Source: an optimization exercise on an open RTL-to-GDS flow (aim: small area and a short achievable clock period). Production flows keep margins and buffers that such runs may drop. Function was checked by simulation only, so behaviour that the tests miss may differ from the original. No activity file was given, so power comes from the tool's default toggle rates.

==> module data_memory_ctrl, before the edit <==
module data_memory_ctrl #(
  parameter int unsigned DATA_W = mem_pkg::DATA_W_DEF,
  parameter int unsigned ADDR_W = mem_pkg::ADDR_W_DEF
) (
  input  logic              clk,
  input  logic              reset,
  input  logic              req_valid,
  output logic              req_ready,
  input  logic              req_write,
  input  logic [ADDR_W-1:0] req_addr,
  input  logic [DATA_W-1:0] req_wdata,
  output logic              rsp_valid,
  input  logic              rsp_ready,
  output logic [DATA_W-1:0] rsp_rdata,
  output logic              busy
);
  localparam int unsigned LO_W = ADDR_W / 2;
  localparam int unsigned HI_W = ADDR_W - LO_W;
  localparam int unsigned NLO  = 2 ** LO_W;
  localparam int unsigned NHI  = 2 ** HI_W;
  localparam int unsigned NPART = 3;
  logic [ADDR_W-1:0] clear_cnt;
  logic              clear_done;
  logic              busy_q;
  logic              clr_we;
  logic              clr_wd;
  logic              wr_ok;
  logic              ready_idle;
  logic              clearing;
  logic              ready_int;
  logic              rd_fire;
  logic              wr_fire;
  logic              clear_done_nxt;
  logic              rsp_valid_nxt;
  assign clearing  = !clear_done;
  assign ready_int = clear_done && (!rsp_valid || rsp_ready);
  assign rd_fire   = req_valid && ready_int && !req_write;
  assign wr_fire   = req_valid && ready_int && req_write;
  assign wr_ok     = req_valid && req_write && (!rsp_valid || rsp_ready);
  assign busy      = busy_q;
  assign req_ready = !busy_q && (ready_idle || rsp_ready);
  assign clear_done_nxt = !reset && (clear_done || (&clear_cnt));
  assign rsp_valid_nxt  = !reset && (rd_fire || (rsp_valid && !rsp_ready));
  always_ff @(posedge clk) begin
    if (reset) clear_cnt <= '0;
    else       clear_cnt <= clear_cnt + 1'b1;
  end
  always_ff @(posedge clk) begin
    clr_we <= reset || (clr_we && !(&clear_cnt));
    clr_wd <= reset || (clr_wd && !(&clear_cnt));
  end
  always_ff @(posedge clk) begin
    clear_done <= clear_done_nxt;
    busy_q     <= !clear_done_nxt;
    rsp_valid  <= rsp_valid_nxt;
    ready_idle <= clear_done_nxt && !rsp_valid_nxt;
  end
  logic [NLO-1:0]    sel_lo_n;
  logic [NHI-1:0]    sel_hi_n;
  logic [NLO-1:0]    wen_lo_n;
  logic [NHI-1:0]    wen_hi_n;
  logic [DATA_W-1:0] mem_wdata;
  logic [DATA_W*NPART-1:0] mem_rdata_part;
  logic [DATA_W*NPART-1:0] rsp_part_n;
  always_comb begin
    for (int l = 0; l < NLO; l++) begin
      sel_lo_n[l] = (req_addr[LO_W-1:0] != LO_W'(l));
      wen_lo_n[l] = !clr_we && sel_lo_n[l];
    end
    for (int h = 0; h < NHI; h++) begin
      sel_hi_n[h] = (req_addr[ADDR_W-1:LO_W] != HI_W'(h));
      wen_hi_n[h] = !clr_we && !(wr_ok && !sel_hi_n[h]);
    end
  end
  assign mem_wdata = clr_wd ? '0 : req_wdata;
  mem_array #(
    .DATA_W(DATA_W),
    .ADDR_W(ADDR_W),
    .NPART (NPART)
  ) u_mem (
    .clk     (clk),
    .wen_lo_n(wen_lo_n),
    .wen_hi_n(wen_hi_n),
    .wdata   (mem_wdata),
    .sel_lo_n(sel_lo_n),
    .sel_hi_n(sel_hi_n),
    .rdata_part(mem_rdata_part)
  );
  always_ff @(posedge clk) begin
    if (reset) begin
      rsp_part_n <= '1;
    end else if (rd_fire) begin
      rsp_part_n <= ~mem_rdata_part;
    end
  end
  for (genvar b = 0; b < DATA_W; b++) begin : g_rd
    assign rsp_rdata[b] = ~&rsp_part_n[b*NPART +: NPART];
  end
endmodule
export LEC_CHECK = 0
export CAP_MARGIN = 20
export CORE_MARGIN = 2
export CORE_UTILIZATION = 40
export SETUP_SLACK_MARGIN = 2.3
export SLEW_MARGIN = 20
export SYNTH_HIERARCHICAL = 1
create_clock -name core_clock -period 5.0 [get_ports {clk}]
standard.sh (not shown) runs the stock make flow with config.mk's settings and CLKGATE_MAP_FILE= SYNTH_SCRIPT=/design/flow/synth_recipe.tcl, a recipe that flattens the netlist after the stock synthesis.
==> flow/flow/run.sh <==
#!/bin/bash
# Own layout flow: the standard synthesis and layout, with these layout changes:
#  - sizing may swap a cell for any cell of the same function (not only the same
#    footprint), and the port buffers are buf_4 cells;
#  - before global placement, presize.tcl sizes up the memory's word-line gates
#    and the upper levels of its read tree, which drive long wires;
#  - clock tree synthesis inserts no dummy loads and clusters up to 30 sinks per
#    leaf buffer.
# Each step's full output goes to a log file in this folder (ORFS's own per-step
# logs are under orfs/logs/).
set -uo pipefail
W=$(pwd)
bash standard.sh synth > synth.log 2>&1 || exit 1
bash standard.sh finish \
  MATCH_CELL_FOOTPRINT=0 \
  "BUFFER_PORTS_ARGS=-buffer_cell sky130_fd_sc_hd__buf_4" \
  "PRE_GLOBAL_PLACE_TCL=$W/flow/presize.tcl" \
  WORDLINE_CELL=sky130_fd_sc_hd__nor2_2 \
  "CTS_ARGS=-sink_clustering_enable -repair_clock_nets -dont_use_dummy_load -sink_clustering_size 30 -sink_clustering_max_diameter 80" \
  > layout.log 2>&1 || exit 1
Other scripts of this flow, unchanged in this note and not shown: flow/flow/presize.tcl
Edit:
--- a/flow/design.v
+++ b/flow/design.v
@@ -202,13 +202,10 @@
   localparam int unsigned NHI  = 2 ** HI_W;
   localparam int unsigned NPART = 3;
   logic [ADDR_W-1:0] clear_cnt;
   logic              clear_done;
   logic              busy_q;
-  logic              clr_we;
-  logic              clr_wd;
-  logic              wr_ok;
   logic              ready_idle;
   logic              clearing;
   logic              ready_int;
   logic              rd_fire;
   logic              wr_fire;
@@ -216,24 +213,19 @@
   logic              rsp_valid_nxt;
   assign clearing  = !clear_done;
   assign ready_int = clear_done && (!rsp_valid || rsp_ready);
   assign rd_fire   = req_valid && ready_int && !req_write;
   assign wr_fire   = req_valid && ready_int && req_write;
-  assign wr_ok     = req_valid && req_write && (!rsp_valid || rsp_ready);
   assign busy      = busy_q;
   assign req_ready = !busy_q && (ready_idle || rsp_ready);
   assign clear_done_nxt = !reset && (clear_done || (&clear_cnt));
   assign rsp_valid_nxt  = !reset && (rd_fire || (rsp_valid && !rsp_ready));
   always_ff @(posedge clk) begin
     if (reset) clear_cnt <= '0;
     else       clear_cnt <= clear_cnt + 1'b1;
   end
   always_ff @(posedge clk) begin
-    clr_we <= reset || (clr_we && !(&clear_cnt));
-    clr_wd <= reset || (clr_wd && !(&clear_cnt));
-  end
-  always_ff @(posedge clk) begin
     clear_done <= clear_done_nxt;
     busy_q     <= !clear_done_nxt;
     rsp_valid  <= rsp_valid_nxt;
     ready_idle <= clear_done_nxt && !rsp_valid_nxt;
   end
@@ -241,22 +233,22 @@
   logic [NHI-1:0]    sel_hi_n;
   logic [NLO-1:0]    wen_lo_n;
   logic [NHI-1:0]    wen_hi_n;
   logic [DATA_W-1:0] mem_wdata;
   logic [DATA_W*NPART-1:0] mem_rdata_part;
-  logic [DATA_W*NPART-1:0] rsp_part_n;
+  logic [DATA_W*NPART-1:0] rsp_part;
   always_comb begin
     for (int l = 0; l < NLO; l++) begin
       sel_lo_n[l] = (req_addr[LO_W-1:0] != LO_W'(l));
-      wen_lo_n[l] = !clr_we && sel_lo_n[l];
+      wen_lo_n[l] = !clearing && sel_lo_n[l];
     end
     for (int h = 0; h < NHI; h++) begin
       sel_hi_n[h] = (req_addr[ADDR_W-1:LO_W] != HI_W'(h));
-      wen_hi_n[h] = !clr_we && !(wr_ok && !sel_hi_n[h]);
-    end
-  end
-  assign mem_wdata = clr_wd ? '0 : req_wdata;
+      wen_hi_n[h] = !clearing && !(wr_fire && !sel_hi_n[h]);
+    end
+  end
+  assign mem_wdata = clearing ? '0 : req_wdata;
   mem_array #(
     .DATA_W(DATA_W),
     .ADDR_W(ADDR_W),
     .NPART (NPART)
   ) u_mem (
@@ -268,14 +260,14 @@
     .sel_hi_n(sel_hi_n),
     .rdata_part(mem_rdata_part)
   );
   always_ff @(posedge clk) begin
     if (reset) begin
-      rsp_part_n <= '1;
+      rsp_part <= '0;
     end else if (rd_fire) begin
-      rsp_part_n <= ~mem_rdata_part;
+      rsp_part <= mem_rdata_part;
     end
   end
   for (genvar b = 0; b < DATA_W; b++) begin : g_rd
-    assign rsp_rdata[b] = ~&rsp_part_n[b*NPART +: NPART];
-  end
-endmodule
+    assign rsp_rdata[b] = |rsp_part[b*NPART +: NPART];
+  end
+endmodule
After rerunning: Maximum frequency rises by 2.9%; non-clock buffer count falls by 55; utilization falls by 0.45 points; first-iteration DRC count rises by 3.3%; power falls by 0.59%; critical path depth rises by 2; global-route usage stays flat; sequential share of layout area rises by 0.65 points; clock-buffer cell count falls by 2; sequential power barely changes.

## afterwards: timing with drivers on the ports
How much do the figures lean on ideal ports? The routed layouts below were timed once more, with nothing changed but the port constraints. Step 1 assumes that a clkbuf_16 drives the clock port and a buf_2 every other input. Step 2 adds t to the input delays and takes it off the output delays; t is the mean of the earliest and latest rising clock arrival at the registers after step 1. Input paths then give back, and output paths get back, about the clock's delay inside the block. Slacks: no drivers / after step 1 / after step 2; pairs: no drivers / after step 1.
run | shift t [ns] | slack for setup (ns) | clock arrival spread, ns | worst register clock-pin slew, ns
the first run | 0.813 | 2.127 / 2.106 / 1.293 | 0.096 / 0.096 | 0.12 / 0.12
the second run | 0.799 | 2.208 / 2.190 / 1.408 | 0.100 / 0.100 | 0.11 / 0.11
After both steps every run listed still meets setup and hold. For the first run, which loses most, drivers alone change the setup slack by -0.021 ns; drivers and shift together by -0.834 ns.
